This design comes from an exercise in tuning for small area and a short achievable clock period on the open sky130 flow, not from production work. RTL that was checked went through simulation tests only; none was proved equivalent to the original. Power and IR drop assume default switching activity.

==> flow/design.v (excerpt) <==
module loadStoreUnit #(
    parameter int unsigned TimerStep = 1
) (
    input  logic clk,
    input  logic arstN,
    input  logic reqValid,
    input  logic reqWrite,
    input  rvMemPkg::widthCode reqWidth,
    input  logic [rvMemPkg::xlen-1:0] reqAddr,
    input  logic [rvMemPkg::xlen-1:0] reqWdata,
    input  logic [rvMemPkg::xlen-1:0] rdataMem,
    input  logic memStall,
    output logic busy,
    output logic done,
    output logic [rvMemPkg::xlen-1:0] rdData,
    output logic [rvMemPkg::xlen-1:0] address,
    output logic weMem,
    output logic reMem,
    output logic [rvMemPkg::xlen-1:0] wdataMem,
    output logic [rvMemPkg::maskWidth-1:0] wmaskMem,
    output logic timerIrq
);
==> flow/config.mk <==
export PLATFORM = sky130hd
export DESIGN_NAME = loadStoreUnit
export DESIGN_NICKNAME = loadStoreUnit
export VERILOG_FILES = /design/flow/design.v
export SDC_FILE = /design/flow/constraint.sdc
export NUM_CORES = 4
export LEC_CHECK = 0
export CAP_MARGIN = 20
export CORE_MARGIN = 2
export CORE_UTILIZATION = 40
export SETUP_SLACK_MARGIN = 1.9
export SLEW_MARGIN = 20
export SYNTH_HIERARCHICAL = 1
==> flow/constraint.sdc <==
create_clock -name core_clock -period 4.1 [get_ports {clk}]
set_input_delay 0.8200 -clock core_clock [delete_from_list [all_inputs] [get_ports {clk}]]
set_output_delay 0.8200 -clock core_clock [all_outputs]
set_load 0.01 [all_outputs]
standard.sh (not shown) runs the stock make flow with config.mk's settings and CLKGATE_MAP_FILE= SYNTH_SCRIPT=/design/flow/synth_recipe.tcl, a recipe that flattens the netlist after the stock synthesis.
==> flow/flow/run.sh <==
#!/bin/bash
# The standard layout, with plain buffers on the ports instead of the
# delay cells buffer_ports picks by default. Every port still gets a buffer.
set -euo pipefail
export BUFFER_PORTS_ARGS="-buffer_cell sky130_fd_sc_hd__buf_1"
bash standard.sh > standard.log 2>&1
Next try:
--- a/flow/design.v
+++ b/flow/design.v
@@ -220,43 +220,48 @@
     input  logic clk,
     input  logic arstN,
     input  logic [2:0] base,                 
     input  logic [1:0] size,
     input  logic [7:0] extSel,               
     input  logic captureLoad,
     input  logic timerRead,
     input  logic [rvMemPkg::xlen-1:0] rdataMem,
     input  logic [rvMemPkg::xlen-1:0] timerValue,    
+    input  logic timerReadCmp,
+    input  logic [rvMemPkg::xlen-1:0] mtime,
+    input  logic [rvMemPkg::xlen-1:0] mtimecmp,
     output logic [rvMemPkg::xlen-1:0] rdData
 );
     logic [7:0][7:0] memBytes;
     logic [7:0][7:0] timerBytes;
     logic [7:0][7:0] lane;
     logic atLeastHalf;
     logic atLeastWord;
     logic isDouble;
     logic [7:0] memTops;
-    logic [7:0] timerTops;
+    logic [7:0] mtimeTops;
+    logic [7:0] mtimecmpTops;
     logic memExt;
     logic timerExt;
     logic ext;
     logic [7:0][7:0] res;
     assign memBytes = rdataMem;
     assign timerBytes = timerValue;
     assign atLeastHalf = (size != 2'd0);
     assign atLeastWord = size[1];
     assign isDouble = (size == 2'd3);
     for (genvar k = 0; k < 8; k++) begin : gTops
         assign memTops[k] = rdataMem[8*k+7];
-        assign timerTops[k] = timerValue[8*k+7];
+        assign mtimeTops[k] = mtime[8*k+7];
+        assign mtimecmpTops[k] = mtimecmp[8*k+7];
     end
     assign memExt = |(extSel & memTops);
-    assign timerExt = |(extSel & timerTops);
+    assign timerExt = timerReadCmp ? |(extSel & mtimecmpTops) : |(extSel & mtimeTops);
     assign ext = timerRead ? timerExt : memExt;
     assign lane[0] = timerRead ? timerBytes[0] : memBytes[base];
     assign lane[1] = timerRead ? timerBytes[1] : memBytes[{base[2:1], 1'b1}];
     assign lane[2] = timerRead ? timerBytes[2] : memBytes[{base[2], 2'b10}];
     assign lane[3] = timerRead ? timerBytes[3] : memBytes[{base[2], 2'b11}];
     for (genvar k = 4; k < 8; k++) begin : gHigh
         assign lane[k] = timerRead ? timerBytes[k] : memBytes[k];
     end
     assign res[0] = lane[0];
@@ -305,18 +310,20 @@
     logic [7:0] halfNotGt;
     logic [7:0] halfNotLt;
     logic [7:0] heldNotGt;
     logic [7:0] heldNotLt;
     logic dataGt;
     logic dataLt;
     logic mtimeWasAllOnes;
     logic notIncEqCmp;
     logic notEqCmp;
+    logic irqRest;
+    logic irqStep;
     logic irqNext;
     timerIncrement uIncrement (
         .value(mtime),
         .inc(mtimeInc),
         .allOnes(mtimeAllOnes)
     );
     assign mtimeNext = writeMtime ? heldWdata :
                        ((TimerStep == 1) ? mtimeInc : mtime + xlen'(TimerStep));
     assign mtimecmpNext = acceptMtimecmpWrite ? reqWdata : mtimecmp;
@@ -340,29 +347,33 @@
         .lt(dataLt)
     );
     incEqual uIncEqual (
         .value(mtime),
         .target(mtimecmp),
         .notIncEq(notIncEqCmp),
         .notEq(notEqCmp)
     );
     always_comb begin
-        if (TimerStep != 1) begin
-            irqNext = (mtimeNext >= mtimecmp);
-        end else if (writeMtime) begin
-            irqNext = !dataLt;
+        if (writeMtime) begin
+            irqRest = !dataLt;
         end else if (writeMtimecmp) begin
-            irqNext = !notIncEqCmp ||
-                      (!mtimeAllOnes && (!notEqCmp || (!mtimeWasAllOnes && !dataGt)));
+            irqRest = !mtimeAllOnes && (!notEqCmp || (!mtimeWasAllOnes && !dataGt));
         end else begin
-            irqNext = !notIncEqCmp || (!mtimeAllOnes && timerIrq);
+            irqRest = !mtimeAllOnes && timerIrq;
         end
     end
+    irqJoin uJoin (
+        .notIncEq(notIncEqCmp),
+        .writeMtime(writeMtime),
+        .rest(irqRest),
+        .irq(irqStep)
+    );
+    assign irqNext = (TimerStep == 1) ? irqStep : (mtimeNext >= mtimecmp);
     always_ff @(posedge clk or negedge arstN) begin
         if (!arstN) begin
             mtime <= '0;
             mtimecmp <= platformPkg::mtimecmpReset;
             timerIrq <= 1'b0;
         end else begin
             mtime <= mtimeNext;
             mtimecmp <= mtimecmpNext;
             timerIrq <= irqNext;
@@ -589,18 +600,26 @@
 module xorVector #(
     parameter int N = 64
 ) (
     input  logic [N-1:0] a,
     input  logic [N-1:0] b,
     output logic [N-1:0] y
 );
     assign y = a ^ b;
 endmodule
+module irqJoin (
+    input  logic notIncEq,
+    input  logic writeMtime,
+    input  logic rest,
+    output logic irq
+);
+    assign irq = !(notIncEq || writeMtime) || rest;
+endmodule
 module gateNand #(
     parameter int N = 2
 ) (
     input  logic [N-1:0] a,
     output logic y
 );
     assign y = !(&a);
 endmodule
 module gateNor #(
@@ -697,18 +716,21 @@
         .clk(clk),
         .arstN(arstN),
         .base(loadBase),
         .size(heldSize),
         .extSel(loadExtSel),
         .captureLoad(captureLoad),
         .timerRead(timerRead),
         .rdataMem(rdataMem),
         .timerValue(timerValue),
+        .timerReadCmp(timerReadCmp),
+        .mtime(mtime),
+        .mtimecmp(mtimecmp),
         .rdData(rdData)
     );
     mmioTimer #(
         .TimerStep(TimerStep)
     ) uMmioTimer (
         .clk(clk),
         .arstN(arstN),
         .reqWdata(reqWdata),
         .busy(busy),
=> Worst setup slack is better by 0.013 ns; area after synthesis is lower by about 0.8%; die area is lower by about 0.75%; global-route usage is higher by 0.64 points; cell area is lower by about 2%; critical path depth is higher by 1; hold slack is worse by 0.051 ns; cell count is lower by 0.67%; utilization is lower by 0.84 points.
Function not checked in the first run of this note: the RTL went through the layout flow alone.

## Q
Another version of the RTL of loadStoreUnit (not shown whole).
Size in the first run: ~2100 cells after synthesis.
==> module mmioTimer, before the edit <==
module mmioTimer #(
    parameter int unsigned TimerStep = 1
) (
    input  logic clk,
    input  logic arstN,
    input  logic [rvMemPkg::xlen-1:0] reqWdata,
    input  logic busy,
    input  logic reqAddrBit3,                
    input  logic [3:0] notLoadMtimecmp,      
    input  logic writeMtime,                 
    input  logic writeMtimecmp,              
    input  logic [rvMemPkg::xlen-1:0] heldWdata,
    output logic [rvMemPkg::xlen-1:0] mtime,
    output logic [rvMemPkg::xlen-1:0] mtimecmp,
    output logic timerIrq
);
    localparam int xlen = rvMemPkg::xlen;
    logic [xlen-1:0] mtimeInc;
    logic mtimeAllOnes;
    logic [xlen-1:0] mtimeNext;
    logic [xlen-1:0] mtimecmpNext;
    logic [7:0] halfNotGt;
    logic [7:0] halfNotLt;
    logic [7:0] heldNotGt;
    logic [7:0] heldNotLt;
    logic dataGt;
    logic dataLt;
    logic mtimeWasAllOnes;
    logic notIncEqCmp;
    logic notEqCmp;
    logic irqRest;
    logic irqStep;
    logic irqNext;
    logic [3:0] notCarryIn;                  
    logic [4:1] onesBelowNext;
    logic [4:1] dataOnesBelow;
    logic [4:1] stepOnesBelow;
    onesBelowGroups uDataOnes (
        .value(heldWdata),
        .lowInverted(1'b0),
        .onesBelow(dataOnesBelow)
    );
    onesBelowGroups uStepOnes (
        .value(mtime),
        .lowInverted(1'b1),
        .onesBelow(stepOnesBelow)
    );
    assign onesBelowNext = writeMtime ? dataOnesBelow : stepOnesBelow;
    always_ff @(posedge clk or negedge arstN) begin
        if (!arstN) begin
            notCarryIn <= '1;
            mtimeAllOnes <= 1'b0;
        end else begin
            notCarryIn <= {~onesBelowNext[3:1], 1'b1};
            mtimeAllOnes <= onesBelowNext[4];
        end
    end
    timerIncrement uIncrement (
        .value(mtime),
        .notCarryIn(notCarryIn[3:1]),
        .inc(mtimeInc)
    );
    assign mtimeNext = writeMtime ? heldWdata :
                       ((TimerStep == 1) ? mtimeInc : mtime + xlen'(TimerStep));
    for (genvar j = 0; j < 4; j++) begin : gCmpNext
        assign mtimecmpNext[16*j +: 16] = notLoadMtimecmp[j] ? mtimecmp[16*j +: 16] : reqWdata[16*j +: 16];
    end
    compareFront uFront (
        .a(reqWdata),
        .bSel(reqAddrBit3),
        .bOne(mtimecmp),
        .bZero(mtime),
        .notGt(halfNotGt),
        .notLt(halfNotLt)
    );
    always_ff @(posedge clk) begin
        heldNotGt <= halfNotGt;
        heldNotLt <= halfNotLt;
        mtimeWasAllOnes <= mtimeAllOnes;
    end
    compareBack uBack (
        .notGtIn(heldNotGt),
        .notLtIn(heldNotLt),
        .gt(dataGt),
        .lt(dataLt)
    );
    incEqual uIncEqual (
        .value(mtime),
        .target(mtimecmp),
        .notIncEq(notIncEqCmp),
        .notEq(notEqCmp)
    );
    always_comb begin
        if (writeMtime) begin
            irqRest = !dataLt;
        end else if (writeMtimecmp) begin
            irqRest = !mtimeAllOnes && (!notEqCmp || (!mtimeWasAllOnes && !dataGt));
        end else begin
            irqRest = !mtimeAllOnes && timerIrq;
        end
    end
    irqJoin uJoin (
        .notIncEq(notIncEqCmp),
        .writeMtime(writeMtime),
        .rest(irqRest),
        .irq(irqStep)
    );
    assign irqNext = (TimerStep == 1) ? irqStep : (mtimeNext >= mtimecmp);
    always_ff @(posedge clk or negedge arstN) begin
        if (!arstN) begin
            mtime <= '0;
            mtimecmp <= platformPkg::mtimecmpReset;
            timerIrq <= 1'b0;
        end else begin
            mtime <= mtimeNext;
            mtimecmp <= mtimecmpNext;
            timerIrq <= irqNext;
        end
    end
endmodule
==> module onesBelowGroups, before the edit <==
module onesBelowGroups (
    input  logic [63:0] value,
    input  logic lowInverted,
    output logic [4:1] onesBelow
);
    logic [63:0] bits;
    logic [15:0] notQuad;
    logic [3:0] group;
    assign bits = {value[63:1], value[0] ^ lowInverted};
    for (genvar i = 0; i < 16; i++) begin : gQuad
        gateNand #(.N(4)) uQuad (.a(bits[4*i +: 4]), .y(notQuad[i]));
    end
    for (genvar a = 0; a < 4; a++) begin : gGroup
        gateNor #(.N(4)) uGroup (.a(notQuad[4*a +: 4]), .y(group[a]));
    end
    assign onesBelow[1] = group[0];
    gateAnd #(.N(2)) uBelow2 (.a(group[1:0]), .y(onesBelow[2]));
    gateAnd #(.N(3)) uBelow3 (.a(group[2:0]), .y(onesBelow[3]));
    gateAnd #(.N(4)) uBelow4 (.a(group[3:0]), .y(onesBelow[4]));
endmodule
clock: 4.1 ns
lec_check: 0
cap_margin: 20
core_margin: 2
core_utilization: 55
cts_buf_list: sky130_fd_sc_hd__clkbuf_8
cts_cluster_diameter: 70
cts_cluster_size: 12
setup_slack_margin: 1.8
slew_margin: 20
synth_hierarchical: 1
Scripts as last shown in full above: flow/flow/run.sh
Q closes out successfully: all stages finished, all timing, DRC and antenna checks passed.
[inputs] T vs Q
-- flow/design.v --
<<< Q, line 376
    logic [3:0] notCarryIn;                  
    logic [4:1] onesBelowNext;
    logic [4:1] dataOnesBelow;
    logic [4:1] stepOnesBelow;
    onesBelowGroups uDataOnes (
        .value(heldWdata),
        .lowInverted(1'b0),
        .onesBelow(dataOnesBelow)
    );
    onesBelowGroups uStepOnes (
        .value(mtime),
        .lowInverted(1'b1),
        .onesBelow(stepOnesBelow)
    );
    assign onesBelowNext = writeMtime ? dataOnesBelow : stepOnesBelow;
    always_ff @(posedge clk or negedge arstN) begin
        if (!arstN) begin
>>> T, line 376
    logic [3:0] notCarryIn;                  
    logic [4:1] onesBelowNext;
    for (genvar a = 1; a <= 4; a++) begin : gOnesBelow
        assign onesBelowNext[a] = writeMtime ? (&heldWdata[16*a-1:0]) :
                                  ((&mtime[16*a-1:1]) && !mtime[0]);
    end
    always_ff @(posedge clk or negedge arstN) begin
        if (!arstN) begin
<<< Q, line 518
    end
    assign inc = value ^ carry;
endmodule
module onesBelowGroups (
    input  logic [63:0] value,
    input  logic lowInverted,
    output logic [4:1] onesBelow
);
    logic [63:0] bits;
    logic [15:0] notQuad;
    logic [3:0] group;
    assign bits = {value[63:1], value[0] ^ lowInverted};
    for (genvar i = 0; i < 16; i++) begin : gQuad
        gateNand #(.N(4)) uQuad (.a(bits[4*i +: 4]), .y(notQuad[i]));
    end
    for (genvar a = 0; a < 4; a++) begin : gGroup
        gateNor #(.N(4)) uGroup (.a(notQuad[4*a +: 4]), .y(group[a]));
    end
    assign onesBelow[1] = group[0];
    gateAnd #(.N(2)) uBelow2 (.a(group[1:0]), .y(onesBelow[2]));
    gateAnd #(.N(3)) uBelow3 (.a(group[2:0]), .y(onesBelow[3]));
    gateAnd #(.N(4)) uBelow4 (.a(group[3:0]), .y(onesBelow[4]));
endmodule
module compareFront (
>>> T, line 509
    end
    assign inc = value ^ carry;
endmodule
module compareFront (
==> comparison <==
Against Q as the reference, T delivers a lower share of total power consumed by net switching.
Area after synthesis went down slightly going from Q to T.
The cell leakage power of T falls short of that of Q by about 1.4%.
T ended up with a higher global-route usage than Q did.
Per the comparison of T with Q, depth of the critical timing path with buffers and inverters included lost 4, placeable core area now smaller, routed wire length saw a decrease, core utilization went down 0.18 points, setup slack -0.028 ns.
In T, the met2 usage came out 0.68 points above the value in Q.
Count of buffers not belonging to the clock network in the layout: Q and T compared, higher one is Q
In the reports for Q and T, the smaller post-cts resize count belongs to Q.
Count of filler cells inserted in the layout went up slightly going from Q to T.
Of the two values seen for capturing instance or port of the critical path, uMmioTimer.notCarryIn[3] was produced by T and uMmioTimer.timerIrq by Q.
No functional check of the RTL was part of any run of this note.

[afterwards: timing with drivers on the ports]
In the flow no input, the clock included, has a driving cell. The finished layouts below were timed again as built, in two steps.
Step 1 (the two cells are an assumption about what drives the block):
set clk [get_ports {clk}]
set_driving_cell -lib_cell sky130_fd_sc_hd__clkbuf_16 $clk
set_driving_cell -lib_cell sky130_fd_sc_hd__buf_2 [delete_from_list [all_inputs] $clk]
Step 2 moves the port delays by t, midway between the first and last clock arrival at a register: inputs arrive t later, outputs are due t later. That takes back most of the time a late clock gives input paths.
a / b / c = ideal ports / drivers / drivers and shift; a / b = the first two.
| run | t, ns | setup slack, ns | worst register clock-pin slew, ns | worst data-port slew with drivers (ns) | cell pins on the clock port's net |
|---|---|---|---|---|---|
| the first run of note 1 | 0.645 | 1.784 / 1.800 / 1.155 | 0.07 / 0.07 | 0.13 | 1 |
| the second run of note 1 | 0.657 | 1.797 / 1.829 / 1.172 | 0.06 / 0.06 | 0.12 | 1 |
| Q | 0.694 | 1.827 / 1.827 / 1.147 | 0.09 / 0.09 | 0.10 | 1 |
| T | 0.692 | 1.799 / 1.799 / 1.199 | 0.10 / 0.10 | 0.06 | 1 |
After both steps setup and hold are still met in every run listed. For Q, which loses most, drivers alone change the setup slack by 0.000 ns; drivers and shift together by -0.680 ns.
